This design comes from an exercise in tuning for a short achievable clock period and few clock cycles on the open sky130 flow, not from production work.
In this exercise RTL edits were held to simulation tests only and were not proved equivalent to the original.
Power and IR drop assume default switching activity.

==> flow/design.v <==
package cpu_pkg;
    typedef logic [32-1:0] word_t;
    typedef logic [32-1:0] addr_t;      
    typedef logic [5-1:0]  reg_idx_t;
    typedef logic [4:0] alu_op_t;
    typedef logic [1:0] a_sel_t;
    typedef logic [1:0] b_sel_t;
    typedef logic [1:0] wb_sel_t;                
    typedef logic       dst_sel_t;               
    typedef logic [1:0] br_sel_t;
endpackage
`timescale 1ns/10ps
module ks_add #(
    parameter int N = 32,
    parameter int L = 5              
) (
    input  logic [N-1:0] a,
    input  logic [N-1:0] b,
    input  logic         cin,
    output logic [N-1:0] sum,
    output logic         cout
);
    logic [N-1:0] g [0:L];
    logic [N-1:0] p [0:L];
    logic [N:0]   c;
    assign g[0] = a & b;
    assign p[0] = a ^ b;
    genvar k, i;
    generate
        for (k = 1; k <= L; k++) begin : g_lvl
            for (i = 0; i < N; i++) begin : g_bit
                if (i >= (1 << (k - 1))) begin : g_op
                    assign g[k][i] = g[k-1][i] | (p[k-1][i] & g[k-1][i - (1 << (k - 1))]);
                    assign p[k][i] = p[k-1][i] & p[k-1][i - (1 << (k - 1))];
                end else begin : g_pass
                    assign g[k][i] = g[k-1][i];
                    assign p[k][i] = p[k-1][i];
                end
            end
        end
    endgenerate
    assign c    = {g[L] | (p[L] & {N{cin}}), cin};
    assign sum  = p[0] ^ c[N-1:0];
    assign cout = c[N];
endmodule
module mux2w #(
    parameter int W = 32
) (
    input  logic         s,
    input  logic [W-1:0] a,          
    input  logic [W-1:0] b,          
    output logic [W-1:0] o
);
    assign o = s ? a : b;
endmodule
module br_target (
    input  logic [31:2] pc,
    input  logic [15:0] imm,
    output logic [31:2] tgt
);
    logic [15:0] lo;
    logic        c;
    logic [13:0] hi, hi_p1, hi_m1;
    assign hi    = pc[31:18];
    assign hi_p1 = hi + 14'd1;
    assign hi_m1 = hi - 14'd1;
    ks_add #(.N(16), .L(4)) i_lo (
        .a    (pc[17:2]),
        .b    (imm),
        .cin  (1'b1),
        .sum  (lo),
        .cout (c)
    );
    assign tgt = {imm[15] ? (c ? hi : hi_m1) : (c ? hi_p1 : hi), lo};
endmodule
`timescale 1ns/10ps
module reg_file (
    input  logic        clk,
    input  logic        rst,
    input  logic [4:0]  i_rs_idx,
    input  logic [4:0]  i_rt_idx,
    input  logic [4:0]  i_w_idx,         
    input  logic [31:0] i_w_data,
    output logic [31:0] o_rs_data,
    output logic [31:0] o_rt_data
);
    logic [31:0] regs [1:31];
    logic [31:1] vld;
    always_comb begin
        o_rs_data = '0;
        o_rt_data = '0;
        for (int i = 1; i < 32; i++) begin
            o_rs_data = o_rs_data | ({32{vld[i] && i_rs_idx == 5'(i)}} & regs[i]);
            o_rt_data = o_rt_data | ({32{vld[i] && i_rt_idx == 5'(i)}} & regs[i]);
        end
    end
    always_ff @(posedge clk) begin
        if (rst)
            vld <= '0;
        else
            for (int i = 1; i < 32; i++)
                if (i_w_idx == 5'(i))
                    vld[i] <= 1'b1;
    end
    always_ff @(posedge clk) begin
        for (int i = 1; i < 32; i++)
            if (i_w_idx == 5'(i))
                regs[i] <= i_w_data;
    end
endmodule
`timescale 1ns/10ps
module cpu_core (
    input  logic            clk,
    input  logic            rst,
    output cpu_pkg::addr_t  o_inst_addr,
    input  cpu_pkg::word_t  i_inst,
    input  logic            i_inst_valid,
    output cpu_pkg::addr_t  o_data_addr,
    input  cpu_pkg::word_t  i_data_in,
    output cpu_pkg::word_t  o_data_out,
    output logic            o_data_we,
    output logic            o_data_rd,
    input  logic            i_data_ready
);
    logic [31:2] pc;
    logic [31:0] e_a, e_b, e_s;      
    logic        e_fa, e_fb;         
    logic [31:0] e_bx;               
    logic        e_fbp, e_fbn;       
    logic [1:0]  e_fs;               
    logic [10:0] e_alu;              
    logic [31:0] e_sv;               
    logic        e_fsv;
    logic [4:0]  e_sa;               
    logic        e_fsa;
    logic [31:0] e_ca, e_cb;         
    logic        e_fca, e_fcb;
    logic [4:0]  e_dst;              
    logic        e_ld, e_st, e_br, e_bne, e_pred;
    logic        e_kill;             
    logic [31:2] e_alt;              
    logic [31:0] m_res;              
    logic [31:0] m_addr, m_sd;       
    logic        m_rd, m_we;
    logic [4:0]  m_dst;
    logic [31:0] w_data;
    logic [4:0]  w_dst;
    logic        stall;
    assign stall = ~i_data_ready & (m_rd | m_we);
    logic [4:0]  ek_dst;
    logic        ek_ld, ek_st, ek_br;
    assign ek_dst = e_kill ? 5'd0 : e_dst;
    assign ek_ld  = e_ld & ~e_kill;
    assign ek_st  = e_st & ~e_kill;
    assign ek_br  = e_br & ~e_kill;
    logic [31:0] w_next;
    assign w_next = m_rd ? i_data_in : m_res;
    assign o_inst_addr = {pc, 2'b00};
    assign o_data_addr = m_addr;
    assign o_data_out  = m_sd;
    assign o_data_rd   = m_rd;
    assign o_data_we   = m_we;
    logic [5:0]  f_op, f_fn;
    logic [4:0]  f_rs, f_rt, f_rd;
    logic [15:0] f_imm;
    logic        f_special, f_r_ok, f_r_shimm, f_r_shv, f_lui;
    logic        f_i_alu, f_lw, f_sw, f_beq, f_bne, f_j, f_br;
    logic        f_wen, f_uses_rs, f_uses_rt, f_b_imm;
    logic [4:0]  f_dst;
    logic [31:0] f_immv;
    logic [10:0] f_alu;
    logic        f_sub;
    assign f_op  = i_inst[31:26];
    assign f_fn  = i_inst[5:0];
    assign f_rs  = i_inst[25:21];
    assign f_rt  = i_inst[20:16];
    assign f_rd  = i_inst[15:11];
    assign f_imm = i_inst[15:0];
    always_comb begin
        f_special = (f_op == 6'b000000);
        f_r_shimm = f_special && (f_fn == 6'b000000 || f_fn == 6'b000010 || f_fn == 6'b000011);
        f_r_shv   = f_special && (f_fn == 6'b000100 || f_fn == 6'b000110 || f_fn == 6'b000111);
        f_r_ok    = f_r_shimm || f_r_shv ||
                    (f_special && (f_fn[5:4] == 2'b10) &&
                     (f_fn[3:2] == 2'b00 || f_fn[3:2] == 2'b01 || f_fn[3:1] == 3'b101));
        f_i_alu   = (f_op[5:3] == 3'b001);
        f_lui     = (f_op == 6'b001111);
        f_lw      = (f_op == 6'b100011);
        f_sw      = (f_op == 6'b101011);
        f_beq     = (f_op == 6'b000100);
        f_bne     = (f_op == 6'b000101);
        f_br      = f_beq || f_bne;
        f_j       = (f_op == 6'b000010);
        f_wen     = f_r_ok || f_i_alu || f_lw;
        f_dst     = !f_wen ? 5'd0 : f_special ? f_rd : f_rt;
        f_uses_rs = (f_r_ok && !f_r_shimm) || (f_i_alu && !f_lui) || f_lw || f_sw || f_br;
        f_uses_rt = f_r_ok || f_sw || f_br;
        f_b_imm   = f_i_alu || f_lw || f_sw;
        if (f_lui)
            f_immv = {f_imm, 16'b0};
        else if (f_i_alu && f_op[2])             
            f_immv = {16'b0, f_imm};
        else
            f_immv = {{16{f_imm[15]}}, f_imm};
        f_alu = '0;
        if (f_special) begin
            case (f_fn)
                6'b100000, 6'b100001:   f_alu[0]  = 1'b1;
                6'b100010, 6'b100011:   f_alu[1]  = 1'b1;
                6'b100100:                 f_alu[2]  = 1'b1;
                6'b100101:                  f_alu[3]  = 1'b1;
                6'b100110:                 f_alu[4]  = 1'b1;
                6'b100111:                 f_alu[5]  = 1'b1;
                6'b101010:                 f_alu[6]  = 1'b1;
                6'b101011:                f_alu[7]  = 1'b1;
                6'b000000, 6'b000100:   f_alu[8]  = 1'b1;
                6'b000010, 6'b000110:   f_alu[9]  = 1'b1;
                6'b000011, 6'b000111:   f_alu[10] = 1'b1;
                default: ;
            endcase
        end else begin
            case (f_op)
                6'b001010:  f_alu[6] = 1'b1;
                6'b001011: f_alu[7] = 1'b1;
                6'b001100:  f_alu[2] = 1'b1;
                6'b001101:   f_alu[3] = 1'b1;
                6'b001110:  f_alu[4] = 1'b1;
                default:       f_alu[0] = 1'b1;   
            endcase
        end
    end
    assign f_sub = f_alu[1] | f_alu[6] | f_alu[7];
    logic [31:0] rf_rs, rf_rt;
    reg_file i_reg_file (
        .clk       (clk),
        .rst       (rst),
        .i_rs_idx  (f_rs),
        .i_rt_idx  (f_rt),
        .i_w_idx   (w_dst),
        .i_w_data  (w_data),
        .o_rs_data (rf_rs),
        .o_rt_data (rf_rt)
    );
    function automatic logic [31:0] pick(input logic [4:0] r, input logic [31:0] rf);
        if (r != 5'd0 && r == m_dst)
            pick = w_next;
        else if (r != 5'd0 && r == w_dst)
            pick = w_data;
        else
            pick = rf;
    endfunction
    logic [31:0] f_rsv, f_rtv;
    logic        f_rs_e, f_rt_e;         
    assign f_rsv  = pick(f_rs, rf_rs);
    assign f_rtv  = pick(f_rt, rf_rt);
    assign f_rs_e = f_rs != 5'd0 && f_rs == ek_dst;
    assign f_rt_e = f_rt != 5'd0 && f_rt == ek_dst;
    logic hazard, issue;
    assign hazard = ek_ld && ((f_uses_rs && f_rs_e) || (f_uses_rt && !f_sw && f_rt_e));
    assign issue  = i_inst_valid && !hazard;
    logic f_guess, f_dep_e, f_fast, f_pred;
    logic e_zok, e_zero;
    assign f_guess = f_beq ? (f_rs == f_rt || f_imm[15]) :
                     f_bne ? (f_rs != f_rt) : 1'b0;
    assign f_dep_e = (f_rt == 5'd0) ? f_rs_e : (f_rs == 5'd0 && f_rt_e);
    assign f_fast  = e_zok && f_dep_e;
    assign f_pred  = f_fast ? (f_beq ? e_zero : (f_bne && !e_zero)) : f_guess;
    logic [31:2] pc1, f_btgt, f_jtgt;
    assign pc1 = pc + 30'd1;
    br_target i_btgt (
        .pc  (pc),
        .imm (f_imm),
        .tgt (f_btgt)
    );
    assign f_jtgt = {pc[31:28], i_inst[25:0]};
    logic        e_misp;
    logic        take_b;
    logic [31:2] pc_other;
    assign take_b   = !e_misp && issue && !f_j && f_pred;
    assign pc_other = e_misp           ? e_alt  :
                      !issue           ? pc     :
                      f_j              ? f_jtgt : pc1;
    logic [31:2] pc_d, f_alt;
    mux2w #(.W(30)) i_pc_mux (
        .s (take_b),
        .a (f_btgt),
        .b (pc_other),
        .o (pc_d)
    );
    mux2w #(.W(30)) i_alt_mux (
        .s (f_pred),
        .a (pc1),
        .b (f_btgt),
        .o (f_alt)
    );
    always_ff @(posedge clk) begin
        if (rst)
            pc <= '0;
        else if (!stall)
            pc <= pc_d;
    end
    always_ff @(posedge clk) begin
        if (rst) begin
            e_dst  <= '0;
            e_ld   <= 1'b0;
            e_st   <= 1'b0;
            e_br   <= 1'b0;
            e_kill <= 1'b0;
        end else if (!stall) begin
            e_kill <= e_misp;
            e_dst  <= issue ? f_dst : 5'd0;
            e_ld   <= issue && f_lw;
            e_st   <= issue && f_sw;
            e_br   <= issue && f_br;
        end
    end
    always_ff @(posedge clk) begin
        if (!stall) begin
            e_a     <= f_lui ? 32'd0 : f_rsv;
            e_b     <= f_b_imm ? f_immv : f_rtv;
            e_s     <= f_rtv;
            e_fa    <= !f_lui && f_rs_e;
            e_fb    <= !f_b_imm && f_rt_e;
            e_bx    <= f_sub ? ~(f_b_imm ? f_immv : f_rtv) : (f_b_imm ? f_immv : f_rtv);
            e_fbp   <= !f_b_imm && f_rt_e && !f_sub;
            e_fbn   <= !f_b_imm && f_rt_e && f_sub;
            e_fs    <= !f_rt_e ? 2'd0 : ek_ld ? 2'd2 : 2'd1;
            e_alu   <= f_alu;
            e_sv    <= f_rtv;
            e_fsv   <= f_r_ok && f_rt_e;
            e_sa    <= f_r_shv ? f_rsv[4:0] : i_inst[10:6];
            e_fsa   <= f_r_shv && f_rs_e;
            e_ca    <= f_rsv;
            e_cb    <= f_rtv;
            e_fca   <= f_br && f_rs_e;
            e_fcb   <= f_br && f_rt_e;
            e_bne   <= f_bne;
            e_pred  <= f_pred;
            e_alt   <= f_alt;
        end
    end
    logic [31:0] a, b, s, sum, alu;
    logic [31:0] sv, ca, cb, shl, shr;
    logic [4:0]  amt;
    logic        e_sub, e_eq, e_taken;
    assign a = e_fa ? m_res : e_a;
    assign b = e_fb ? m_res : e_b;
    assign s = (e_fs == 2'd1) ? m_res : (e_fs == 2'd2) ? i_data_in : e_s;
    assign e_sub = e_alu[1] | e_alu[6] | e_alu[7];
    logic [31:0] bx;
    assign bx = ({32{e_fbp}} & m_res) | ({32{e_fbn}} & ~m_res) | ({32{!e_fb}} & e_bx);
    ks_add #(.N(32), .L(5)) i_add (
        .a    (a),
        .b    (bx),
        .cin  (e_sub),
        .sum  (sum),
        .cout ()
    );
    assign sv  = e_fsv ? m_res : e_sv;
    assign amt = e_fsa ? m_res[4:0] : e_sa;
    assign ca  = e_fca ? m_res : e_ca;
    assign cb  = e_fcb ? m_res : e_cb;
    assign shl = sv << amt;
    assign shr = 32'($signed({e_alu[10] & sv[31], sv}) >>> amt);
    logic [31:0] alu_o;
    mux2w #(.W(32)) i_res_mux (
        .s (e_alu[0] | e_alu[1]),
        .a (sum),
        .b (alu_o),
        .o (alu)
    );
    always_comb begin
        logic slt, sltu;
        slt  = (a[31] ^ b[31]) ? a[31] : sum[31];
        sltu = (a[31] ^ b[31]) ? b[31] : sum[31];
        alu_o = (
               ({32{e_alu[2]}} & (a & b))
             | ({32{e_alu[3]}} & (a | b))
             | ({32{e_alu[4]}} & (a ^ b))
             | ({32{e_alu[5]}} & ~(a | b))
             | {31'b0, (e_alu[6] & slt) | (e_alu[7] & sltu)}
             | ({32{e_alu[8]}} & shl)
             | ({32{e_alu[9] | e_alu[10]}} & shr));
    end
    assign e_eq    = (ca == cb);
    assign e_taken = e_bne ? !e_eq : e_eq;
    assign e_misp  = ek_br && (e_taken != e_pred);
    logic [31:0] zadd;
    assign zadd   = ~((e_a ^ e_b) ^ {e_a[30:0] | e_b[30:0], 1'b0});
    assign e_zok  = ek_dst != 5'd0 && !ek_ld && !e_fa && !e_fb && (e_alu[0] || e_alu[1] || e_alu[4]);
    assign e_zero = e_alu[0] ? &zadd : (e_a == e_b);
    always_ff @(posedge clk) begin
        if (rst) begin
            m_rd  <= 1'b0;
            m_we  <= 1'b0;
            m_dst <= '0;
        end else if (!stall) begin
            m_rd  <= ek_ld;
            m_we  <= ek_st;
            m_dst <= ek_dst;
        end
    end
    always_ff @(posedge clk) begin
        m_res <= alu;
    end
    always_ff @(posedge clk) begin
        if (!stall) begin
            m_addr <= sum;       
            m_sd   <= s;
        end
    end
    always_ff @(posedge clk) begin
        if (rst)
            w_dst <= '0;
        else
            w_dst <= stall ? 5'd0 : m_dst;
    end
    always_ff @(posedge clk) begin
        w_data <= w_next;
    end
endmodule
==> flow/run.sh <==
#!/bin/bash
# synth_recipe.tcl (not shown) runs the flow's synth.tcl, then flattens the netlist and writes it again
# the make line also repeats each setting of config.mk as NAME=value (left out here)
make -C /OpenROAD-flow-scripts/flow DESIGN_CONFIG=/design/flow/config.mk WORK_HOME=/design/flow/orfs CLKGATE_MAP_FILE= SYNTH_SCRIPT=/design/flow/synth_recipe.tcl finish
==> flow/config.mk <==
export PLATFORM = sky130hd
export DESIGN_NAME = cpu_core
export DESIGN_NICKNAME = cpu_core
export VERILOG_FILES = /design/flow/design.v
export SDC_FILE = /design/flow/constraint.sdc
export NUM_CORES = 4
export LEC_CHECK = 0
export ABC_AREA = 1
export CAP_MARGIN = 20
export CORE_MARGIN = 2
export CORE_UTILIZATION = 40
export SETUP_SLACK_MARGIN = 5
export SLEW_MARGIN = 20
export TNS_END_PERCENT = 100
==> flow/constraint.sdc <==
create_clock -name core_clock -period 8.0 [get_ports {clk}]
set_input_delay 1.6000 -clock core_clock [delete_from_list [all_inputs] [get_ports {clk}]]
set_output_delay 1.6000 -clock core_clock [all_outputs]
set_load 0.01 [all_outputs]
==> results of run 1 <==
flip-flops by register name, indices dropped and copies added (netlist names), 5 cells and up:
name,cells
pc,30
i_reg_file.vld,31
w_data,32
e_b,32
m_dst,5
e_alu,11
e_a,32
i_reg_file.regs,992
e_ca,32
m_res,32
e_dst,5
e_bx,32
m_sd,32
m_addr,32
e_cb,32
w_dst,5
e_sa,5
e_alt,30
cells in the final DEF, fill, tap and decap left out, types with 46 or more instances in the layout:
cell       Yosys  layout
diode_2        0      49
edfxtp_1    1274    1274
o21ai_0      676     394
nand3_2        2      98
a21oi_1      215     128
nor2_4         0      98
a21oi_2        0      58
o22ai_1      272     240
xor2_1       118      98
o2111ai_1     74      46
buf_16         0      58
nand3_1      376     213
or2_2         57      49
o221ai_1      68      61
nand2_1     2540    2144
nand2_4        0     129
nand4_1      139     139
nor2_1       553     397
inv_2          6      64
o21ai_1       24     161
buf_2         33      88
o21ai_2        0     101
buf_4          9     650
nor2_2         4      62
inv_1       1171    1033
ha_1         146      98
nand3_4        1      69
clkbuf_16      0     177
o211ai_1      76      76
nand2_2        2     233
buf_8          0      54
dfxtp_1      146      99
buf_12         0     245
buf_6         11     183
cells by family after synthesis:
family / count (synthesis) / synth area share [%]
AO/OA/AOI/OAI: 1694 / 13.56
flip-flops: 1420 / 53.62
XOR/XNOR: 137 / 1.562
buffers and inverters: 1611 / 8.079
multiplexers: 15 / 0.1955
other: 1 / 0.004883
adder cells (fa/ha/maj): 147 / 2.404
AND/OR/NAND/NOR: 3852 / 20.58
how the worst max path moves through the flow:
| stage | start | to | depth (start not counted) |
|---|---|---|---|
| floorplan | w_dst[4]$_SDFF_PP0_ | i_reg_file.regs[29][0]$_DFFE_PN_ | 4 |
| global placement | i_inst[22] | e_a[23]$_SDFFCE_PP0N_ | 16 |
| CTS | i_inst[4] | pc[18]$_SDFFE_PP0P_ | 16 |
| finish | i_inst[25] | e_a[24]$_SDFFCE_PP0N_ | 11 |
| global route | e_fcb$_DFFE_PN_ | pc[26]$_SDFFE_PP0P_ | 27 |
| detailed placement | i_inst[22] | e_a[23]$_SDFFCE_PP0N_ | 16 |
worst max-delay path: stages:
cell	delay (ns)
buf_16	0.13
buf_12	0.15
nand2_1	0.09
inv_1	0.08
nand2_4	0.14
buf_6	0.38
o22ai_1	0.19
nor4_2	0.17
nand4_1	0.63
nand2_2	0.34
a21oi_2	0.07
metal layers:
metal / wire (um) / track usage (%) / vias up
li1: - / - / 32733
met1: 163500 / 55.32 / 40251
met2: 201400 / 68.66 / 8526
met3: 80530 / 21.88 / 3131
met4: 65150 / 44.72 / 61
met5: 1801 / 3.346 / -
timing repair:
item,4_1_cts,5_1_grt
buffers inserted,590,318
hold buffers,0,0
resized for setup,2429,1099
pin swaps,370,582
setup endpoints to repair,693,375
gates cloned,46,18
where the power goes:
part	internal (uW)	switching, uW
logic	878	1800
clock network	4420	3410
registers	8580	367
total	13900	5580
through the flow:
stage,hold slack [ns],instances,total power [uW],utilization (%)
3_3_place_gp,0.4478,11382,11000,43.59
3_5_place_dp,0.4533,11383,10990,43.60
5_1_grt,0.4755,12665,19780,57.72
2_1_floorplan,0.4403,8878,9941,-
6_report,0.4676,12702,19450,57.77
4_1_cts,0.4664,12317,19040,53.73
final cells by class:
type	count	area (um2)	share of cell area (%)
diodes	49	122.6	0.1115
clock buffers	204	4374	3.977
clock inverters	94	1049	0.9533
inverters	1210	5624	5.113
multi-input cells	5854	38530	35.03
flip-flops and latches	1420	41310	37.56
well taps	2511	3142	2.856
repair buffers	1346	15670	14.24
repair inverters	14	172.7	0.1570
==> impl_metrics.py, run 1 <==
metrics = {
    "run_status": {
        "status": "finished clean",
    },
    "route": {
        "wl_per_cell_um": 40.34,
        "via_per_inst": 6.668,
        "drc_errors": 0,
        "drt_wl_total_mm": 512.4,
        "drtIter0Drc": 16219,
        "drt_pass1_iterations": 12,
        "antenna_left": 0,
        "vias": 84702,
    },
    "power_and_ir_drop": {
        "p_leak_uw": 0.04574,
        "ir_drop_mv": 0.1944,
        "powerDensity_nw_per_um2": 176.9,
    },
    "yosys": {
        "ys_async_sr_fraction_pct": 0,
        "synth_cells": 8877,
        "synth-seq-area-share_pct": 53.62,
        "synthTopCellsByArea": "edfxtp_1 (50%), nand2_1 (12%), inv_1 (5.7%)",
        "synth_area_leader_cell": "edfxtp_1",
        "yosysWarnings": 9,
        "synth_top_area_share_pct": 49.81,
        "synth.distinct_cells": 59,
        "synthFlopType": "edfxtp_1",
        "synth-edff-count": 1274,
        "syn_area_um2": 76800,
        "ys_top_cells_by_count": "nand2_1 (2540), edfxtp_1 (1274), inv_1 (1171)",
        "yosys_register_bits": 1420,
        "syn_avg_cell_area_um2": 8.652,
        "yosysMostFrequentCell": "nand2_1",
    },
    "sta": {
        "maxSlewViolCount": 0,
        "relSlewSlack_pct": 4.909,
        "fin_ws_ns": 4.584,
        "final-hold-violation-count": 0,
        "setup_viol": 0,
        "fmax_mhz": 292.7,
        "rsz0062_at_grt": "yes",
        "fin_crit_ns": 3.416,
        "fin_crit_sh_pct": 42.70,
        "finalSetupTns_ns": 0,
        "tightestPinTransition_ns": 1.426,
        "fin_worst_skew_ns": 0.06573,
    },
    "grt": {
        "grt_antenna_before_repair": 45,
        "grt_overflow": 0,
        "grt_pass1_vias": 74533,
        "grt_use_total_pct": 48.94,
        "grt_max_degree": 91,
        "grt_pass1_wl_mm": 649.6,
    },
    "clock_network": {
        "clk_pin_slew_ns": 0.06,
        "numClockSinks": 1420,
        "cts_root_buf": "clkbuf_16",
        "clock_latency_ns": 0.90,
        "cts_buffers": 161,
        "htree_num_levels": 4,
        "cts_tree": "yes",
        "clockBufferDepth": 3,
    },
    "setup_path": {
        "rr_startpoint": "e_fcb$_DFFE_PN_",
        "critPathCaptureType": "flop",
        "start_kind": "primary input",
        "rr_worst_depth": 25,
        "arrival_ns": 4.00,
        "cp_data_required_time_ns": 8.59,
        "reg2reg_to": "pc[18]$_SDFFE_PP0P_",
        "crit_fanout": 11,
        "r2r_setup_slack_ns": 4.63,
        "critPathKind": "primary input to flop",
    },
    "die": {
        "io_pins": 166,
        "initial_utilization_pct": 40.34,
        "core_area_um2": 190400,
        "die_x_um": 442.2,
        "die_h_um": 442.2,
        "design.die.area_um2": 195500,
        "fp-row-count": 160,
    },
    "placement": {
        "io_buffers": 163,
        "place_area_um2": 83020,
        "dpl_worst_slack_ns": 1.998,
        "finalWeightedCongestion": 1.055,
        "dpl.hpwl_mm": 296.8,
    },
    "min_path": {
        "holdPathEnd": "i_reg_file.vld[9]$_SDFFE_PP0N_",
        "hold_path_startpoint": "i_reg_file.vld[9]$_SDFFE_PP0N_",
        "hold_path.class": "flop to flop",
        "holdPathStages": 1,
    },
    "cells_and_area": {
        "drive_gt1_share_pct": 31.25,
        "nNetsFinal": 10222,
        "area_growth_syn_to_layout_pct": 43.20,
        "n_fill_cell": 16195,
        "final_area_um2": 110000,
    },
    "run": {
        "cap_violations": 0,
    },
}
Testbench counts, summed over its fixed seeds: cycles 15,692.
==> run 2, diff against run 1 <==
==> flow/flow/run.sh (new file) <==
#!/bin/bash
# Layout: the standard flow (standard.sh, unchanged synthesis and steps),
# except that the port buffers buffer_ports inserts are sky130_fd_sc_hd__buf_4
# rather than the cell it picks by default (a clkdlybuf4s50_1 delay buffer).
# make's full output goes to flow_make.log here; ORFS's own logs stay under orfs/logs.
set -euo pipefail
export BUFFER_PORTS_ARGS="-buffer_cell sky130_fd_sc_hd__buf_4"
bash standard.sh finish > flow_make.log 2>&1
==> flow/standard.sh (new file) <==
#!/bin/bash
# synth_recipe.tcl (not shown) runs the flow's synth.tcl, then flattens the netlist and writes it again
# the make line also repeats each setting of config.mk as NAME=value (left out here)
make -C /OpenROAD-flow-scripts/flow DESIGN_CONFIG=/design/flow/config.mk WORK_HOME=/design/flow/orfs CLKGATE_MAP_FILE= SYNTH_SCRIPT=/design/flow/synth_recipe.tcl "${@:-finish}"
removed: flow/run.sh
==> run 2 against run 1 <==
  * Still clean
  * Clock power decreased by 2%
  * Final area about the same
  * Clock skew increased by 0.037 ns
  * Critical path type unchanged
  * Critical path depth increased by 8
  * Die area unchanged
  * Via count increased by 0.30%
  * Sequential share of layout area increased by 0.065 points
  * Largest cell class unchanged
  * Wire length decreased by 4.8%
  * Largest power group unchanged
==> impl_metrics.py, run 2 <==
metrics = {
    "cells_and_area": {
        "largest_register": "i_reg_file.regs",
        "area_growth_syn_to_layout_pct": 43.10,
        "nNetsFinal": 10221,
        "final_common_cell": "nand2_1",
        "drive_gt1_share_pct": 31.58,
        "fin_cells": 12708,
        "final_cell_mix": "nand2_1 (2152), edfxtp_1 (1274), inv_1 (1021), buf_4 (793), o21ai_0 (460)",
        "largest_reg_flops": 992,
    },
    "route": {
        "drt_pass1_iterations": 17,
        "via_per_inst": 6.685,
        "drc_errors": 0,
        "antenna_left": 0,
        "wl_per_cell_um": 38.37,
        "vias": 84958,
        "drt_wl_total_mm": 487.6,
        "drtIter0Drc": 16910,
    },
    "grt": {
        "grt_pass1_vias": 74807,
        "grt_max_degree": 149,
        "grt_antenna_before_repair": 44,
        "grt_use_total_pct": 46.86,
        "grt_pass1_wl_mm": 628.3,
        "grt_overflow": 0,
    },
    "setup_path": {
        "crit_start": "i_inst[16]",
        "crit_end": "e_bx[13]$_DFFE_PN_",
        "reg2reg_to": "pc[15]$_SDFFE_PP0P_",
        "arrival_ns": 4.28,
        "critPathCaptureType": "flop",
        "r2r_setup_slack_ns": 4.56,
        "cp_data_required_time_ns": 8.60,
        "crit_fanout": 5,
        "rr_worst_depth": 26,
        "start_kind": "primary input",
        "critPathKind": "primary input to flop",
        "rr_startpoint": "e_fcb$_DFFE_PN_",
    },
    "sta": {
        "relSlewSlack_pct": 12.66,
        "rsz0062_at_grt": "yes",
        "finalSetupTns_ns": 0,
        "tightestPinTransition_ns": 1.310,
        "final-hold-violation-count": 0,
        "fin_ws_ns": 4.318,
        "fmax_mhz": 271.6,
        "fin_crit_ns": 3.682,
        "fin_worst_skew_ns": 0.1025,
        "fin_crit_sh_pct": 46.02,
        "maxSlewViolCount": 0,
        "fin_hold_ws_ns": 0.4686,
        "setup_viol": 0,
    },
    "die": {
        "die_x_um": 442.2,
        "design.die.area_um2": 195500,
        "die_h_um": 442.2,
        "fp-row-count": 160,
        "initial_utilization_pct": 40.34,
        "io_pins": 166,
        "core_area_um2": 190400,
    },
    "power_and_ir_drop": {
        "p_clk_share_pct": 39.3,
        "ir_drop_mv": 0.1988,
        "internal_power_uw": 13820,
        "swShare_pct": 29.39,
        "total_power_uw": 19580,
        "p_sw_uw": 5753,
        "seq_power_share_pct": 46.1,
        "p_leak_uw": 0.04532,
        "p_comb_share_pct": 14.7,
        "powerDensity_nw_per_um2": 178.1,
    },
    "yosys": {
        "synth_cells": 8877,
        "synthFlopType": "edfxtp_1",
        "synth_area_leader_cell": "edfxtp_1",
        "syn_area_um2": 76800,
        "synthTopCellsByArea": "edfxtp_1 (50%), nand2_1 (12%), inv_1 (5.7%)",
        "yosysMostFrequentCell": "nand2_1",
        "synth-edff-count": 1274,
        "syn_avg_cell_area_um2": 8.652,
        "synth-seq-area-share_pct": 53.62,
        "synth_top_area_share_pct": 49.81,
        "ys_async_sr_fraction_pct": 0,
        "yosys_register_bits": 1420,
        "ys_top_cells_by_count": "nand2_1 (2540), edfxtp_1 (1274), inv_1 (1171)",
        "yosysWarnings": 9,
        "synth.distinct_cells": 59,
    },
    "clock_network": {
        "htree_num_levels": 4,
        "numClockSinks": 1420,
        "cts_root_buf": "clkbuf_16",
        "clock_latency_ns": 0.91,
        "cts_buffers": 158,
        "ctsHoldBuffers": 0,
        "clk_pin_slew_ns": 0.06,
        "cts_tree": "yes",
        "clockBufferDepth": 3,
    },
    "placement": {
        "dpl_worst_slack_ns": 2.576,
        "io_buffers": 163,
        "finalWeightedCongestion": 1.059,
        "dpl.hpwl_mm": 274.3,
        "dp_cells": 11357,
    },
    "run_status": {
        "status": "finished clean",
    },
    "min_path": {
        "hold_path.class": "flop to flop",
    },
    "run": {
        "cap_violations": 0,
    },
}
-- run 2: cell counts after synthesis --
No cell type changed its count.
-- run 2: per-stage QoR --
| step | util, % | cell area, um2 |
|---|---|---|
| finish | 57.73 | 109900 |
| global route | 57.67 | 109800 |
| CTS | 53.53 | 101900 |
| detailed placement | 43.27 | 82380 |
| global placement | 43.26 | 82370 |
| floorplan | - | 78820 |
-- run 2: worst max-delay path: stages --
cell	delay (ns)
buf_16	0.13
nand2_8	0.08
buf_12	0.11
nor2_4	0.04
nand2_4	0.07
clkinvlp_4	0.38
buf_12	0.32
nand2_2	0.05
o21ai_1	0.06
nor2_1	0.10
nand4_1	0.08
nor2_1	0.12
nand4_1	0.52
nand3_4	0.25
nand2_4	0.09
nand2_4	0.07
nand2_4	0.05
nand2_2	0.05
nand2_1	0.05
-- run 2: cell families after synthesis --
logic type | count (synthesis) | share of synthesized area [%]
muxes | 15 | 0.1955
adders and majority gates | 147 | 2.404
buffers and inverters | 1611 | 8.079
DFF | 1420 | 53.62
and+or+nand+nor | 3852 | 20.58
other | 1 | 0.004883
AOI/OAI and AO/OA | 1694 | 13.56
xor gates and xnor gates | 137 | 1.562
-- run 2: power groups by stage --
stage / Sequential (uW) / Combinational (uW) / Clock (uW)
floorplan: 9010 / 935 / 0
global placement: 9110 / 1910 / 0
detailed placement: 9110 / 1920 / 0
CTS: 8990 / 2480 / 7580
global route: 9020 / 2940 / 7890
finish: 9020 / 2870 / 7680
-- run 2: timing repair --
item | in CTS | in global routing
endpoints found under the hold margin | 0 | 0
endpoints found under the setup margin | 387 | 350
resized for setup | 1816 | 1090
pin swaps | 362 | 516
gates cloned | 49 | 16
setup buffers | 615 | 320
-- run 2: final cells by class --
| cell class | instances | area (um2) |
|---|---|---|
| Tap cell | 2511 | 3142 |
| Inverter | 1210 | 5644 |
| Fill cell | 15794 | 80480 |
| Sequential cell | 1420 | 41350 |
| Timing Repair Buffer | 1355 | 15660 |
| Multi-Input combinational cell | 5850 | 38490 |
| Clock inverter | 92 | 1132 |
| Antenna cell | 61 | 152.6 |
| Clock buffer | 198 | 4198 |
| Timing Repair inverter | 11 | 132.6 |
-- run 2: how the worst min path moves through the flow --
stage / to / cells past startpoint / from
floorplan: i_reg_file.vld[15]$_SDFFE_PP0N_ / 2 / i_reg_file.vld[15]$_SDFFE_PP0N_
global placement: i_reg_file.vld[1]$_SDFFE_PP0N_ / 1 / i_reg_file.vld[1]$_SDFFE_PP0N_
detailed placement: i_reg_file.vld[1]$_SDFFE_PP0N_ / 1 / i_reg_file.vld[1]$_SDFFE_PP0N_
CTS: e_dst[3]$_SDFFE_PP0N_ / 2 / e_dst[3]$_SDFFE_PP0N_
global route: e_ld$_SDFFE_PP0N_ / 2 / e_ld$_SDFFE_PP0N_
finish: e_dst[3]$_SDFFE_PP0N_ / 2 / e_dst[3]$_SDFFE_PP0N_
-- run 2: per-layer routing --
layer / track usage [%] / vias up / share of wire [%]
met5: 2.418 / - / 0.27
met4: 42.90 / 43 / 13
met3: 22.34 / 3291 / 16
met2: 65.13 / 8792 / 39
met1: 52.64 / 40114 / 32
li1: - / 32718 / -
==> run 3, diff against run 2 <==
--- a/flow/config.mk
+++ b/flow/config.mk
@@ -10,3 +10,3 @@
 export CORE_MARGIN = 2
-export CORE_UTILIZATION = 40
+export CORE_UTILIZATION = 35
 export SETUP_SLACK_MARGIN = 5
==> run 3 against run 2 <==
  * Core utilization is 7.9 points lower
  * Register-to-register slack got worse by 0.08 ns
  * Critical path depth down 3
  * Critical path type unchanged
  * Non-clock buffer count shrank 143
  * Still clean
==> impl_metrics.py, run 3 <==
metrics = {
    "die": {
        "io_pins": 166,
        "core_area_um2": 217600,
        "initial_utilization_pct": 35.30,
        "die_h_um": 472.4,
        "design.die.area_um2": 223200,
        "fp-row-count": 171,
        "die_x_um": 472.4,
    },
    "sta": {
        "setup_viol": 0,
        "rsz0062_at_grt": "yes",
        "fin_crit_ns": 3.528,
        "fin_crit_sh_pct": 44.10,
        "final-hold-violation-count": 0,
        "tightestPinTransition_ns": 1.399,
        "relSlewSlack_pct": 6.742,
        "finalSetupTns_ns": 0,
        "fmax_mhz": 283.4,
        "fin_worst_skew_ns": 0.06812,
        "maxSlewViolCount": 0,
    },
    "placement": {
        "io_buffers": 163,
        "dpl.hpwl_mm": 278.1,
        "finalWeightedCongestion": 1.078,
    },
    "clock_network": {
        "clockBufferDepth": 3,
        "htree_num_levels": 4,
        "clk_pin_slew_ns": 0.06,
        "ctsHoldBuffers": 0,
        "cts_root_buf": "clkbuf_16",
        "clock_latency_ns": 0.88,
        "numClockSinks": 1420,
        "cts_buffers": 160,
        "cts_tree": "yes",
    },
    "yosys": {
        "ys_top_cells_by_count": "nand2_1 (2540), edfxtp_1 (1274), inv_1 (1171)",
        "synth_cells": 8877,
        "yosys.area_share.xor_xnor_pct": 1.562,
        "syn_avg_cell_area_um2": 8.652,
        "synth-simple-area-share_pct": 20.58,
        "yosysWarnings": 9,
        "synth-edff-count": 1274,
        "synth_area_leader_cell": "edfxtp_1",
        "synth-seq-area-share_pct": 53.62,
        "synth_top_area_share_pct": 49.81,
        "synthFlopType": "edfxtp_1",
        "synthMuxAreaShare_pct": 0.1955,
        "synth.distinct_cells": 59,
        "synth-compound-area-share_pct": 13.56,
        "synthTopCellsByArea": "edfxtp_1 (50%), nand2_1 (12%), inv_1 (5.7%)",
        "synth_top_family_by_area": "simple AND/OR/NAND/NOR gates",
        "yosys_register_bits": 1420,
        "ys_async_sr_fraction_pct": 0,
        "synthAdderAreaFrac_pct": 2.404,
        "yosysMostFrequentCell": "nand2_1",
        "syn_area_um2": 76800,
    },
    "setup_path": {
        "critPathKind": "primary input to flop",
        "arrival_ns": 4.10,
        "crit_fanout": 11,
        "cp_data_required_time_ns": 8.57,
        "start_kind": "primary input",
        "critPathCaptureType": "flop",
    },
    "power_and_ir_drop": {
        "p_clk_share_pct": 40.3,
        "p_leak_uw": 0.04473,
        "seq_power_share_pct": 45.5,
        "ir_drop_mv": 0.1899,
        "powerDensity_nw_per_um2": 182.0,
        "p_comb_share_pct": 14.1,
        "swShare_pct": 28.76,
        "internal_power_uw": 14070,
        "p_sw_uw": 5681,
    },
    "cells_and_area": {
        "multi_input_area_um2": 37970,
        "n_fill_cell": 19313,
        "nNetsFinal": 10099,
        "fin_util_pct": 49.87,
        "final_common_cell": "nand2_1",
        "largest_reg_flops": 992,
        "ff_latch_area_um2": 41340,
        "area_growth_syn_to_layout_pct": 41.30,
        "final_cell_mix": "nand2_1 (2222), edfxtp_1 (1274), inv_1 (1032), buf_4 (750), o21ai_0 (462)",
        "drive_gt1_share_pct": 29.40,
        "largest_register": "i_reg_file.regs",
    },
    "grt": {
        "grt_use_total_pct": 40.78,
        "grt_antenna_before_repair": 52,
        "grt_overflow": 0,
        "grt_max_degree": 173,
        "grt_pass1_wl_mm": 624.3,
        "grt_pass1_vias": 73696,
    },
    "route": {
        "drt_wl_total_mm": 488.9,
        "vias": 84537,
        "drc_errors": 0,
        "drtIter0Drc": 16668,
        "wl_per_cell_um": 37.80,
        "drt_pass1_iterations": 13,
        "via_per_inst": 6.536,
        "antenna_left": 0,
    },
    "run_status": {
        "status": "finished clean",
    },
    "run": {
        "cap_violations": 0,
    },
    "min_path": {
        "hold_path.class": "flop to flop",
    },
}
run 3: cell count changes in the layout (fill, tap and decap cells not counted), sizes merged, moves of 5 or more:
cell | previous run | this run
buf | 1329 | 1189
bufinv | 14 | 21
clkbuf | 212 | 218
clkinv | 97 | 102
clkinvlp | 59 | 43
inv | 1143 | 1154
nand2 | 2544 | 2551
nand3 | 380 | 386
run 3: timing repair:
action	CTS	global route
pin swaps	289	420
resized for setup	1675	1000
buffers inserted	533	263
endpoints found under the setup margin	374	311
cloned	51	23
hold endpoints to repair	0	0
run 3: through the flow:
stage	cell area (um2)	setup WS [ns]	total power, uW	hold slack (ns)	cells
global route	108400	4.483	20040	0.4840	12892
floorplan	78820	4.377	9941	0.4403	8878
global placement	82820	2.337	11030	0.4494	11702
detailed placement	82830	2.371	11040	0.4551	11703
CTS	101200	4.716	19270	0.4647	12585
finish	108500	4.472	19760	0.4671	12934
run 3: worst paths after layout:
kind	to	slack [ns]	from	cells past startpoint
setup reg to reg	m_res[21]$_DFF_P_	4.48	e_fa$_DFFE_PN_	16
setup / recovery	e_bx[11]$_DFFE_PN_	4.47	i_inst[16]	16
hold reg to reg	e_ld$_SDFFE_PP0N_	0.47	e_ld$_SDFFE_PP0N_	2
hold / removal	e_ld$_SDFFE_PP0N_	0.47	e_ld$_SDFFE_PP0N_	2
run 3: cells by family (layout without fill, tap and decap cells):
logic type / count (synthesis) / after routing
adders and majority gates: 147 / 147
buffers and inverters: 1611 / 2737
AOI/OAI and AO/OA: 1694 / 1694
DFF: 1420 / 1420
and+or+nand+nor: 3852 / 3868
other: 1 / 62
xor gates and xnor gates: 137 / 137
muxes: 15 / 15
run 3: metal layers:
metal	track usage (%)	share of wire [%]
met2	55.98	39
met4	37.37	13
met3	18.83	16
met1	46.63	32
met5	2.942	0.37
run 3: power by group through the flow:
stage	logic, uW	registers (uW)	clock network [uW]
detailed placement	1930	9100	0
CTS	2400	8960	7900
finish	2790	8990	7970
global placement	1920	9110	0
global route	2860	8990	8190
floorplan	935	9010	0
run 3: worst max-delay path, cell delays in order:
cell	delay, ns
buf_16	0.12
buf_12	0.12
nor2_4	0.05
buf_4	0.14
nand3_4	0.22
buf_12	0.15
buf_16	0.21
o221ai_1	0.19
nor4_2	0.42
nand2_1	0.20
o21bai_4	0.31
nand3_2	0.11
nand2_2	0.09
inv_2	0.04
nand2_1	0.04
nand2_1	0.05
run 3: final cells by class:
| class | instances | share of cell area [%] |
|---|---|---|
| Antenna cell | 60 | 0.1384 |
| Clock buffer | 205 | 4.034 |
| Clock inverter | 93 | 1.081 |
| Inverter | 1210 | 5.227 |
| Multi-Input combinational cell | 5863 | 34.99 |
| Sequential cell | 1420 | 38.10 |
| Tap cell | 2854 | 3.290 |
| Timing Repair Buffer | 1212 | 12.91 |
| Timing Repair inverter | 17 | 0.2340 |
==> run 4, diff against run 3 <==
--- a/flow/design.v
+++ b/flow/design.v
@@ -140,2 +140,4 @@
     logic        e_kill;             
+    logic        e_v;                
+    logic [31:2] e_pc;
     logic [31:2] e_alt;              
@@ -295,2 +297,4 @@
     );
+    logic [31:2] replay_pc;
+    assign replay_pc = (e_v && !e_kill) ? e_pc : pc;
     always_ff @(posedge clk) begin
@@ -298,3 +302,5 @@
             pc <= '0;
-        else if (!stall)
+        else if (stall)
+            pc <= replay_pc;
+        else
             pc <= pc_d;
@@ -302,3 +308,3 @@
     always_ff @(posedge clk) begin
-        if (rst) begin
+        if (rst || stall) begin
             e_dst  <= '0;
@@ -308,3 +314,4 @@
             e_kill <= 1'b0;
-        end else if (!stall) begin
+            e_v    <= 1'b0;
+        end else begin
             e_kill <= e_misp;
@@ -314,2 +321,3 @@
             e_br   <= issue && f_br;
+            e_v    <= issue;
         end
@@ -317,28 +325,27 @@
     always_ff @(posedge clk) begin
-        if (!stall) begin
-            e_a     <= f_lui ? 32'd0 : f_rsv;
-            e_b     <= f_b_imm ? f_immv : f_rtv;
-            e_s     <= f_rtv;
-            e_fa    <= !f_lui && f_rs_e;
-            e_fb    <= !f_b_imm && f_rt_e;
-            e_bx    <= f_sub ? ~(f_b_imm ? f_immv : f_rtv) : (f_b_imm ? f_immv : f_rtv);
-            e_fbp   <= !f_b_imm && f_rt_e && !f_sub;
-            e_fbn   <= !f_b_imm && f_rt_e && f_sub;
-            e_fs    <= !f_rt_e ? 2'd0 : ek_ld ? 2'd2 : 2'd1;
-            e_alu   <= f_alu;
-            e_sv    <= f_rtv;
-            e_fsv   <= f_r_ok && f_rt_e;
-            e_sa    <= f_r_shv ? f_rsv[4:0] : i_inst[10:6];
-            e_fsa   <= f_r_shv && f_rs_e;
-            e_ca    <= f_rsv;
-            e_cb    <= f_rtv;
-            e_fca   <= f_br && f_rs_e;
-            e_fcb   <= f_br && f_rt_e;
-            e_bne   <= f_bne;
-            e_pred  <= f_pred;
-            e_alt   <= f_alt;
-        end
+        e_pc    <= pc;
+        e_a     <= f_lui ? 32'd0 : f_rsv;
+        e_b     <= f_b_imm ? f_immv : f_rtv;
+        e_s     <= f_rtv;
+        e_fa    <= !f_lui && f_rs_e;
+        e_fb    <= !f_b_imm && f_rt_e;
+        e_bx    <= f_sub ? ~(f_b_imm ? f_immv : f_rtv) : (f_b_imm ? f_immv : f_rtv);
+        e_fbp   <= !f_b_imm && f_rt_e && !f_sub;
+        e_fbn   <= !f_b_imm && f_rt_e && f_sub;
+        e_fs    <= !f_rt_e ? 2'd0 : ek_ld ? 2'd2 : 2'd1;
+        e_alu   <= f_alu;
+        e_sv    <= f_rtv;
+        e_fsv   <= f_r_ok && f_rt_e;
+        e_sa    <= f_r_shv ? f_rsv[4:0] : i_inst[10:6];
+        e_fsa   <= f_r_shv && f_rs_e;
+        e_ca    <= f_rsv;
+        e_cb    <= f_rtv;
+        e_fca   <= f_br && f_rs_e;
+        e_fcb   <= f_br && f_rt_e;
+        e_bne   <= f_bne;
+        e_pred  <= f_pred;
+        e_alt   <= f_alt;
     end
     logic [31:0] a, b, s, sum, alu;
-    logic [31:0] sv, ca, cb, shl, shr;
+    logic [31:0] sv, shl, shr;
     logic [4:0]  amt;
@@ -360,4 +367,2 @@
     assign amt = e_fsa ? m_res[4:0] : e_sa;
-    assign ca  = e_fca ? m_res : e_ca;
-    assign cb  = e_fcb ? m_res : e_cb;
     assign shl = sv << amt;
@@ -384,3 +389,7 @@
     end
-    assign e_eq    = (ca == cb);
+    logic eq_rr, eq_mr, eq_rm;
+    assign eq_rr   = (e_ca == e_cb);
+    assign eq_mr   = (m_res == e_cb);
+    assign eq_rm   = (e_ca == m_res);
+    assign e_eq    = e_fca ? (e_fcb ? 1'b1 : eq_mr) : (e_fcb ? eq_rm : eq_rr);
     assign e_taken = e_bne ? !e_eq : e_eq;
==> flow/run.sh (new file) <==
#!/bin/bash
# synth_recipe.tcl (not shown) runs the flow's synth.tcl, then flattens the netlist and writes it again
# the make line also repeats each setting of config.mk as NAME=value (left out here)
make -C /OpenROAD-flow-scripts/flow DESIGN_CONFIG=/design/flow/config.mk WORK_HOME=/design/flow/orfs CLKGATE_MAP_FILE= SYNTH_SCRIPT=/design/flow/synth_recipe.tcl finish
--- a/flow/config.mk
+++ b/flow/config.mk
@@ -10,3 +10,3 @@
 export CORE_MARGIN = 2
-export CORE_UTILIZATION = 35
+export CORE_UTILIZATION = 40
 export SETUP_SLACK_MARGIN = 5
removed: flow/flow/run.sh
removed: flow/standard.sh
==> run 4 against run 3 <==
  * Area after synthesis is 2.4% lower
  * Critical path depth up 1
  * Total power down 3.7%
  * Non-clock buffer count down 245
  * Final area fell by 6.6%
  * Register-to-register slack improved by 0.27 ns
  * Fmax up 5.9%
  * Sequential power is 2% lower
  * Still clean on timing, DRC and antenna
  * Critical endpoint is now e_bx[8]$_DFF_P_
  * Sequential share of layout area up 1.2 points
  * Cell count decreased by 5.8%
  * First-iteration DRC count is 16% lower
  * Die area decreased by 14%
==> impl_metrics.py, run 4 <==
metrics = {
    "clock_network": {
        "cts_buffers": 165,
        "clockBufferDepth": 3,
        "clock_latency_ns": 0.90,
        "cts_tree": "yes",
        "ctsHoldBuffers": 0,
        "cts_root_buf": "clkbuf_16",
        "htree_num_levels": 4,
        "numClockSinks": 1451,
        "clk_pin_slew_ns": 0.06,
    },
    "sta": {
        "final-hold-violation-count": 0,
        "rsz0062_at_grt": "yes",
        "tightestPinTransition_ns": 1.248,
        "setup_viol": 0,
        "finalSetupTns_ns": 0,
        "fin_crit_ns": 3.331,
        "maxSlewViolCount": 0,
        "fin_crit_sh_pct": 41.64,
        "fin_hold_ws_ns": 0.3852,
        "fin_worst_skew_ns": 0.08232,
        "relSlewSlack_pct": 16.78,
        "fmax_mhz": 300.2,
        "fin_ws_ns": 4.669,
    },
    "die": {
        "die_x_um": 436.9,
        "design.die.area_um2": 190900,
        "io_pins": 166,
        "core_area_um2": 185800,
        "initial_utilization_pct": 40.34,
        "fp-row-count": 158,
        "die_h_um": 436.9,
    },
    "route": {
        "drt_wl_total_mm": 463.0,
        "via_per_inst": 6.569,
        "drtIter0Drc": 14078,
        "wl_per_cell_um": 38.01,
        "antenna_left": 0,
        "vias": 80012,
        "drc_errors": 0,
        "drt_pass1_iterations": 14,
    },
    "setup_path": {
        "critPathCaptureType": "flop",
        "cp_data_required_time_ns": 8.76,
        "arrival_ns": 4.09,
        "critPathSlowestCell": "nand4_1",
        "max_stage_delay_ns": 0.40,
        "critPathKind": "primary input to flop",
        "path_buf_inv": 4,
        "cpMostUsedCell": "nand2_1",
        "crit_fanout": 6,
        "start_kind": "primary input",
        "cp_top_family": "simple AND/OR/NAND/NOR gates",
        "path_cells": "buf_12 -> buf_6 -> nand2_8 -> nor2_4 -> nand2_8 -> clkinvlp_4 -> buf_12 -> nand2_1 -> nand3_2 -> nor4_4 -> nand4_1 -> o211ai_1 -> nand2_1 -> nand2_1 -> nand2_1 -> nand2_1 -> nand2_1",
    },
    "grt": {
        "grt_overflow": 0,
        "grt_pass1_vias": 70703,
        "grt_pass1_wl_mm": 598.5,
        "grt_use_total_pct": 45.65,
        "grt_antenna_before_repair": 48,
        "grt_max_degree": 66,
    },
    "yosys": {
        "synthFlopType": "edfxtp_1",
        "synth_cells": 8751,
        "yosysMostFrequentCell": "nand2_1",
        "synth.distinct_cells": 62,
        "ys_async_sr_fraction_pct": 0,
        "synth-edff-count": 1056,
        "yosys_register_bits": 1451,
        "syn_avg_cell_area_um2": 8.567,
        "yosysWarnings": 9,
        "ys_top_cells_by_count": "nand2_1 (2384), inv_1 (1095), edfxtp_1 (1056)",
        "synthTopCellsByArea": "edfxtp_1 (42%), nand2_1 (12%), dfxtp_1 (11%)",
        "syn_area_um2": 74970,
        "synth-seq-area-share_pct": 52.85,
        "synth_area_leader_cell": "edfxtp_1",
        "synth_top_area_share_pct": 42.30,
    },
    "cells_and_area": {
        "largest_reg_flops": 992,
        "final_common_cell": "nand2_1",
        "nNetsFinal": 9723,
        "fin_util_pct": 54.53,
        "final_cell_mix": "nand2_1 (2139), edfxtp_1 (1056), inv_1 (1006), buf_4 (498), nor2_1 (440)",
        "drive_gt1_share_pct": 25.19,
        "largest_register": "i_reg_file.regs",
        "area_growth_syn_to_layout_pct": 35.17,
    },
    "placement": {
        "io_buffers": 163,
        "finalWeightedCongestion": 1.044,
        "dpl_worst_slack_ns": 1.997,
        "dpl.hpwl_mm": 272.0,
    },
    "min_path": {
        "hold_path.class": "flop to flop",
    },
    "power_and_ir_drop": {
        "ir_drop_mv": 0.2118,
        "powerDensity_nw_per_um2": 187.8,
        "total_power_uw": 19030,
        "p_leak_uw": 0.04136,
    },
    "run_status": {
        "status": "finished clean",
    },
    "run": {
        "cap_violations": 0,
    },
}
## run 4: layout make-up
cell class,count,area [um2]
flip-flops and latches,1451,39790
clock inverters,74,835.8
well taps,2480,3103
repair inverters,5,50.05
multi-input cells,5794,36720
fillers,16482,84500
clock buffers,231,4716
repair buffers,967,10970
diodes,55,137.6
inverters,1124,5009
## run 4: cells by family after synthesis
logic type | synth area share, %
compound gates | 13.67
other cells | 0.005002
simple gates | 21.22
xor+xnor | 1.811
fa+ha+maj | 2.463
mux | 0.1619
buf+inv | 7.823
flops | 52.85
## run 4: timing repair
action,CTS,global route
setup buffers,343,211
setup endpoints to repair,503,306
gates resized for setup,1689,769
cloned,48,25
pin swaps,213,346
## run 4: worst paths after layout
path                                          start                end  slack (ns)  depth (start not counted)
worst max-delay path                     i_inst[16]    e_bx[8]$_DFF_P_        4.67                         17
worst min register to register  pc[27]$_SDFFE_PP0P_   e_pc[27]$_DFF_P_        0.39                          0
worst min-delay path            pc[27]$_SDFFE_PP0P_   e_pc[27]$_DFF_P_        0.39                          0
worst max register to register         e_fb$_DFF_P_  m_res[30]$_DFF_P_        4.75                         10
## run 4: routing by layer
metal	GRT usage, %	up-vias	part of all wire, %
met1	52.39	37843	33
met2	65.43	7726	40
met5	1.512	-	0.21
met4	39.92	38	12
met3	18.50	2771	15
li1	-	31634	-
## run 4: worst reg2reg max path, stage by stage (launching register included)
cell and delay [ns]:
dfxtp_4 0.35, buf_12 0.12, buf_12 0.12, buf_4 0.20, o21ai_0 0.36, inv_1 0.09, ha_1 0.20, a221oi_1 0.58
o211ai_1 0.23, a211oi_1 0.64, nor2_1 0.16
## run 4: report_power, final
| part | internal (uW) | total (uW) | switching, uW |
|---|---|---|---|
| Combinational | 756 | 2290 | 1530 |
| Clock | 4450 | 7920 | 3470 |
| Sequential | 8500 | 8820 | 320 |
## run 4: stage by stage
step	instances	area [um2]
after floorplan	8752	77760
after global placement	11194	81490
after detailed placement	11194	81490
after CTS	11890	95600
after global routing	12133	101200
final	12181	101300
Testbench counts of run 4, summed over its fixed seeds: cycles 15,692.
==> run 5, diff against run 4 <==
--- a/flow/design.v
+++ b/flow/design.v
@@ -127,4 +127,4 @@
     logic        e_fa, e_fb;         
-    logic [31:0] e_bx;               
     logic        e_fbp, e_fbn;       
+    logic        e_bp, e_bn;         
     logic [1:0]  e_fs;               
@@ -331,3 +331,4 @@
         e_fb    <= !f_b_imm && f_rt_e;
-        e_bx    <= f_sub ? ~(f_b_imm ? f_immv : f_rtv) : (f_b_imm ? f_immv : f_rtv);
+        e_bp    <= (f_b_imm || !f_rt_e) && !f_sub;
+        e_bn    <= (f_b_imm || !f_rt_e) && f_sub;
         e_fbp   <= !f_b_imm && f_rt_e && !f_sub;
@@ -357,3 +358,4 @@
     logic [31:0] bx;
-    assign bx = ({32{e_fbp}} & m_res) | ({32{e_fbn}} & ~m_res) | ({32{!e_fb}} & e_bx);
+    assign bx = ({32{e_fbp}} & m_res) | ({32{e_fbn}} & ~m_res) |
+                ({32{e_bp}} & e_b) | ({32{e_bn}} & ~e_b);
     ks_add #(.N(32), .L(5)) i_add (
==> run 5 against run 4 <==
  * Fmax shrank 8.6%
  * Critical path depth shrank 6
  * Hold slack gained 0.046 ns
  * Largest cell class unchanged
  * Register-to-register slack lost 0.09 ns
  * Count of clock-buffer cells in the layout shrank 40
  * Final area grew 0.12%
  * Sequential share of layout area shrank 0.58 points
==> impl_metrics.py, run 5 <==
metrics = {
    "setup_path": {
        "r2r_setup_slack_ns": 4.66,
        "cp_data_required_time_ns": 8.72,
        "reg2reg_to": "pc[22]$_SDFFE_PP0P_",
        "critPathKind": "primary input to flop",
        "crit_end": "e_a[6]$_SDFF_PP0_",
        "rr_worst_depth": 16,
        "start_kind": "primary input",
        "crit_fanout": 6,
        "rr_startpoint": "e_alu[4]$_DFF_P_",
        "arrival_ns": 4.37,
        "critPathCaptureType": "flop",
        "crit_start": "i_inst[25]",
    },
    "yosys": {
        "ys_top_cells_by_count": "nand2_1 (2117), edfxtp_1 (1056), inv_1 (955)",
        "synth_top_area_share_pct": 43.52,
        "yosys_register_bits": 1421,
        "synth-edff-count": 1056,
        "synth_cells": 8237,
        "syn_avg_cell_area_um2": 8.845,
        "synth-seq-area-share_pct": 53.55,
        "synth_area_leader_cell": "edfxtp_1",
        "yosysMostFrequentCell": "nand2_1",
        "synth.distinct_cells": 64,
        "synthFlopType": "edfxtp_1",
        "ys_async_sr_fraction_pct": 0,
        "synthTopCellsByArea": "edfxtp_1 (44%), nand2_1 (11%), dfxtp_1 (10%)",
        "yosysWarnings": 9,
        "syn_area_um2": 72860,
    },
    "clock_network": {
        "ctsHoldBuffers": 0,
        "htree_num_levels": 4,
        "cts_buffers": 157,
        "clk_pin_slew_ns": 0.07,
        "clock_latency_ns": 0.84,
        "cts_root_buf": "clkbuf_16",
        "cts_tree": "yes",
        "numClockSinks": 1421,
        "clockBufferDepth": 3,
    },
    "sta": {
        "finalSetupTns_ns": 0,
        "relSlewSlack_pct": 19.31,
        "setup_viol": 0,
        "rsz0062_at_grt": "yes",
        "fin_hold_ws_ns": 0.4311,
        "fmax_mhz": 274.4,
        "fin_worst_skew_ns": 0.04802,
        "fin_ws_ns": 4.356,
        "final-hold-violation-count": 0,
        "fin_crit_sh_pct": 45.55,
        "maxSlewViolCount": 0,
        "tightestPinTransition_ns": 1.198,
        "fin_crit_ns": 3.644,
    },
    "route": {
        "drt_pass1_iterations": 15,
        "vias": 77054,
        "via_per_inst": 6.581,
        "drt_wl_total_mm": 422.3,
        "antenna_left": 0,
        "wl_per_cell_um": 36.07,
        "drtIter0Drc": 14357,
        "drc_errors": 0,
    },
    "power_and_ir_drop": {
        "ir_drop_mv": 0.2027,
        "p_comb_share_pct": 11.6,
        "swShare_pct": 27.59,
        "p_clk_share_pct": 41.8,
        "total_power_uw": 18550,
        "seq_power_share_pct": 46.5,
        "internal_power_uw": 13430,
        "powerDensity_nw_per_um2": 182.9,
        "p_sw_uw": 5118,
        "p_leak_uw": 0.04057,
    },
    "grt": {
        "grt_use_total_pct": 42.52,
        "grt_busiest_layer": "met2",
        "grt_overflow": 0,
        "grt_use_met1_pct": 49.24,
        "grt_pass1_wl_mm": 548.7,
        "use_met3_pct": 17.86,
        "grt_max_degree": 70,
        "grt_pass1_vias": 69058,
        "use_met2_pct": 60.09,
        "grt_antenna_before_repair": 30,
    },
    "die": {
        "die_x_um": 430.8,
        "design.die.area_um2": 185600,
        "initial_utilization_pct": 40.27,
        "core_area_um2": 180900,
        "die_h_um": 430.8,
        "fp-row-count": 156,
        "io_pins": 166,
    },
    "min_path": {
        "hold_path.class": "flop to flop",
    },
    "placement": {
        "io_buffers": 163,
        "dpl_worst_slack_ns": 2.027,
        "finalWeightedCongestion": 1.081,
        "dpl.hpwl_mm": 248.7,
    },
    "cells_and_area": {
        "final_cell_mix": "nand2_1 (1913), edfxtp_1 (1056), inv_1 (840), buf_4 (632), nor2_1 (371)",
        "n_fill_cell": 15291,
        "drive_gt1_share_pct": 29.23,
        "largest_register": "i_reg_file.regs",
        "area_growth_syn_to_layout_pct": 39.24,
        "largest_reg_flops": 992,
        "final_common_cell": "nand2_1",
        "nNetsFinal": 9404,
    },
    "run": {
        "cap_violations": 0,
    },
    "run_status": {
        "status": "finished clean",
    },
}
==> run 5: area by class of cell <==
cell class	count	area, um2	area share [%]
Multi-Input combinational cell	5453	36720	36.20
Antenna cell	22	55.05	0.05427
Timing Repair Buffer	1133	11860	11.69
Inverter	995	4821	4.752
Tap cell	2370	2965	2.923
Clock buffer	191	4229	4.169
Sequential cell	1421	39250	38.69
Timing Repair inverter	28	346.6	0.3416
Clock inverter	96	1191	1.174
==> run 5: layer usage <==
layer | vias to the layer above | wire, um
li1 | 30783 | -
met1 | 36398 | 137600
met2 | 7374 | 168600
met3 | 2467 | 65730
met4 | 32 | 49400
met5 | - | 993
==> run 5: cell families after synthesis <==
group           synth area share [%]
compound gates                 15.19
xor+xnor                       1.863
fa+ha+maj                      2.535
buf+inv                        7.326
flops                          53.55
mux                           0.1528
other cells                 0.005147
simple gates                   19.37
==> run 5: power by group through the flow <==
| stage | registers (uW) | clock network (uW) | logic [uW] |
|---|---|---|---|
| 6_report | 8630 | 7760 | 2160 |
| 5_1_grt | 8640 | 8020 | 2230 |
| 3_3_place_gp | 8760 | 0 | 1590 |
| 4_1_cts | 8600 | 7730 | 1880 |
| 3_5_place_dp | 8760 | 0 | 1600 |
| 2_1_floorplan | 8690 | 0 | 822 |
==> run 5: through the flow <==
stage	instance area, um2	utilization [%]	instances
floorplan	76290	-	8238
global placement	79430	43.90	10544
detailed placement	79460	43.92	10544
CTS	95240	52.63	11384
global route	101400	56.04	11692
finish	101400	56.07	11709
==> run 5: repair_timing <==
item / in CTS / in global routing
pin swaps: 333 / 465
cloned: 55 / 19
gates resized for setup: 1829 / 776
setup endpoints to repair: 452 / 421
setup buffers: 498 / 284
==> run 5: worst min-delay path by stage <==
| stage | from | endpoint | cells past startpoint |
|---|---|---|---|
| after floorplan | pc[26]$_SDFFE_PP0P_ | e_pc[26]$_DFF_P_ | 0 |
| after CTS | pc[6]$_SDFFE_PP0P_ | e_pc[6]$_DFF_P_ | 0 |
| final | pc[6]$_SDFFE_PP0P_ | e_pc[6]$_DFF_P_ | 0 |
| after global placement | pc[6]$_SDFFE_PP0P_ | e_pc[6]$_DFF_P_ | 0 |
| after detailed placement | pc[6]$_SDFFE_PP0P_ | e_pc[6]$_DFF_P_ | 0 |
| after global routing | pc[6]$_SDFFE_PP0P_ | e_pc[6]$_DFF_P_ | 0 |
==> run 5: worst max-delay path, stage by stage <==
cell and delay, ns:
buf_12 0.11, buf_12 0.14, buf_6 0.12, buf_8 0.13, nand3_4 0.14, inv_12 0.05
a22o_4 0.25, nor4_4 0.67, nand4_1 0.67, o211ai_1 0.36, a21oi_1 0.10
Testbench counts of run 5, summed over its fixed seeds: cycles 15,692.
==> run 6, diff against run 5 <==
--- a/flow/config.mk
+++ b/flow/config.mk
@@ -8,3 +8,3 @@
 export ABC_AREA = 1
-export CAP_MARGIN = 20
+export CAP_MARGIN = 30
 export CORE_MARGIN = 2
@@ -12,3 +12,3 @@
 export SETUP_SLACK_MARGIN = 5
-export SLEW_MARGIN = 20
+export SLEW_MARGIN = 30
 export TNS_END_PERCENT = 100
==> run 6 against run 5 <==
  * Register-to-register slack is essentially flat
  * Hold slack is essentially flat
  * Area after synthesis is the same
  * First-iteration DRC count shrank 0.98%
  * Clock skew grew 0.023 ns
  * Cell count grew 0.92%
  * Largest power group unchanged
  * Sequential power is essentially flat
  * Flip-flop and latch count is the same
  * Wire length grew 1.7%
  * Still clean
  * Critical path type unchanged
  * Clock power grew 0.5%
  * Combinational power grew 4%
  * Global-route usage shrank 0.11 points
==> impl_metrics.py, run 6 <==
metrics = {
    "run_status": {
        "status": "finished clean",
    },
    "grt": {
        "grt_use_total_pct": 42.41,
        "grt_pass1_vias": 68992,
        "grt_max_degree": 70,
    },
    "cells_and_area": {
        "final_common_cell": "nand2_1",
        "drive_gt1_share_pct": 31.13,
        "largest_reg_flops": 992,
        "multi_input_area_um2": 37070,
        "fin_util_pct": 57.03,
        "largest_register": "i_reg_file.regs",
    },
    "sta": {
        "rsz0062_at_grt": "yes",
        "finalSetupTns_ns": 0,
        "fin_crit_ns": 3.693,
        "maxSlewViolCount": 0,
        "final-hold-violation-count": 0,
    },
    "route": {
        "drt_pass1_iterations": 20,
        "via_per_inst": 6.606,
        "drc_errors": 0,
        "antenna_left": 0,
    },
    "clock_network": {
        "cts_root_buf": "clkbuf_16",
        "cts_tree": "yes",
        "numClockSinks": 1421,
    },
    "setup_path": {
        "path_buf_inv": 3,
        "cp_data_required_time_ns": 8.75,
        "crit_fanout": 7,
        "critPathCaptureType": "flop",
        "path_depth": 14,
        "start_kind": "primary input",
        "rr_startpoint": "e_bn$_DFF_P_",
        "critPathKind": "primary input to flop",
        "rr_worst_depth": 17,
        "cp_top_family": "simple AND/OR/NAND/NOR gates",
    },
    "die": {
        "initial_utilization_pct": 40.27,
        "io_pins": 166,
        "die_h_um": 430.8,
        "die_x_um": 430.8,
        "fp-row-count": 156,
    },
    "yosys": {
        "synth_area_leader_cell": "edfxtp_1",
        "synth.distinct_cells": 64,
        "ys_top_cells_by_count": "nand2_1 (2117), edfxtp_1 (1056), inv_1 (955)",
        "yosysMostFrequentCell": "nand2_1",
        "ys_async_sr_fraction_pct": 0,
        "synth-edff-count": 1056,
        "synth_top_area_share_pct": 43.52,
        "synth-seq-area-share_pct": 53.55,
    },
    "placement": {
        "dpl.hpwl_mm": 248.7,
    },
    "run": {
        "cap_violations": 0,
    },
    "min_path": {
        "holdPathEnd": "e_pc[5]$_DFF_P_",
        "hold_path_startpoint": "pc[5]$_SDFFE_PP0P_",
    },
}
[run 6: cell counts after synthesis]
No cell type changed its count.
[run 6: area by class of cell]
cell class	count	share of cell area (%)
clock buffers	200	4.165
repair buffers	1232	12.76
repair inverters	26	0.2850
well taps	2370	2.874
inverters	995	4.698
diodes	26	0.06306
multi-input cells	5450	35.93
flip-flops and latches	1421	38.09
clock inverters	97	1.136
[run 6: kinds of logic (layout without fill, tap and decap cells)]
logic type	Yosys count	in the layout	share of synthesized area, %
simple gates	3379	3400	19.37
flops	1421	1421	53.55
mux	11	11	0.1528
buf+inv	1388	2550	7.326
compound gates	1735	1735	15.19
xor+xnor	155	155	1.863
other cells	1	28	0.005147
fa+ha+maj	147	147	2.535
[run 6: timing repair]
| action | CTS | global route |
|---|---|---|
| cloned | 53 | 31 |
| buffers inserted | 501 | 364 |
| pin swaps | 294 | 546 |
| hold buffers | 0 | 0 |
| setup endpoints to repair | 428 | 391 |
| gates resized for setup | 1772 | 1018 |
[run 6: where the power goes]
group	internal, uW	leakage [uW]	switching (uW)
Clock	4390	0.00264	3410
Combinational	741	0.0260	1500
Sequential	8300	0.0129	336
Total	13400	0.0415	5250
[run 6: worst max-delay path by stage]
| stage | startpoint | to | slack [ns] |
|---|---|---|---|
| after floorplan | w_dst[4]$_SDFF_PP0_ | i_reg_file.regs[29][0]$_DFFE_PN_ | 4.38 |
| after global placement | i_inst[24] | e_a[7]$_SDFF_PP0_ | 1.26 |
| after CTS | i_inst[22] | e_a[21]$_SDFF_PP0_ | 4.84 |
| after detailed placement | i_inst[19] | e_b[28]$_DFF_P_ | 2.03 |
| after global routing | i_inst[24] | e_a[21]$_SDFF_PP0_ | 4.54 |
| final | i_inst[18] | e_b[20]$_DFF_P_ | 4.31 |
[run 6: per-stage QoR]
step / std cells / total power (uW) / setup slack, ns / hold WS, ns / area, um2
after floorplan: 8238 / 9514 / 4.377 / 0.3903 / 76290
after global placement: 10544 / 10350 / 1.262 / 0.4675 / 79430
after detailed placement: 10545 / 10360 / 2.033 / 0.4621 / 79500
after CTS: 11396 / 18270 / 4.844 / 0.4260 / 95040
after global routing: 11796 / 18980 / 4.536 / 0.4285 / 103100
final: 11817 / 18680 / 4.307 / 0.4312 / 103200
[run 6: routing by layer]
| layer | global-route usage [%] | routed length, um | share of wire, % | vias to the layer above |
|---|---|---|---|---|
| met5 | 2.420 | 1396 | 0.32 | - |
| met4 | 36.67 | 52640 | 12 | 40 |
| met3 | 18.05 | 66610 | 16 | 2689 |
| met2 | 60.19 | 169500 | 39 | 7670 |
| met1 | 48.76 | 139400 | 32 | 36694 |
| li1 | - | - | - | 30972 |
[run 6: worst register-to-register path, delay by kind of cell (launching register included)]
family	cells	cell delay, ns
adder cells (fa/ha/maj)	1	0.43
buffers and inverters	3	0.43
XOR/XNOR	1	0.23
AO/OA/AOI/OAI	6	0.93
AND/OR/NAND/NOR	6	0.90
flip-flops	1	0.35

==> re-timing with driven ports <==
In the flow no input, the clock included, has a driving cell. The finished layouts below were timed again as built, in two steps. Step 1 assumes that a clkbuf_16 drives the clock port and a buf_2 every other input. Step 2, shift: input delay + t, output delay - t, t = (earliest + latest rising clock arrival at the registers) / 2. This alone moves slack from input paths to output paths. Slacks: ideal ports / drivers / drivers and shift; pairs: ideal ports / drivers.
run | t, ns | setup WS [ns] | worst data-port slew with drivers (ns) | cell pins on the clock port's net
run 1 | 0.956 | 4.584 / 4.561 / 3.606 | 0.24 | 1
run 2 | 0.956 | 4.318 / 4.331 / 3.376 | 0.29 | 1
run 3 | 0.945 | 4.472 / 4.482 / 3.540 | 0.22 | 1
run 4 | 0.954 | 4.669 / 4.586 / 3.632 | 0.27 | 1
run 5 | 0.912 | 4.356 / 4.359 / 3.446 | 0.29 | 1
run 6 | 0.953 | 4.307 / 4.306 / 3.354 | 0.24 | 1
After both steps every run listed still meets setup and hold. The setup slack of run 4, which loses most, moves by -0.083 ns with the drivers and by -1.037 ns with both steps.
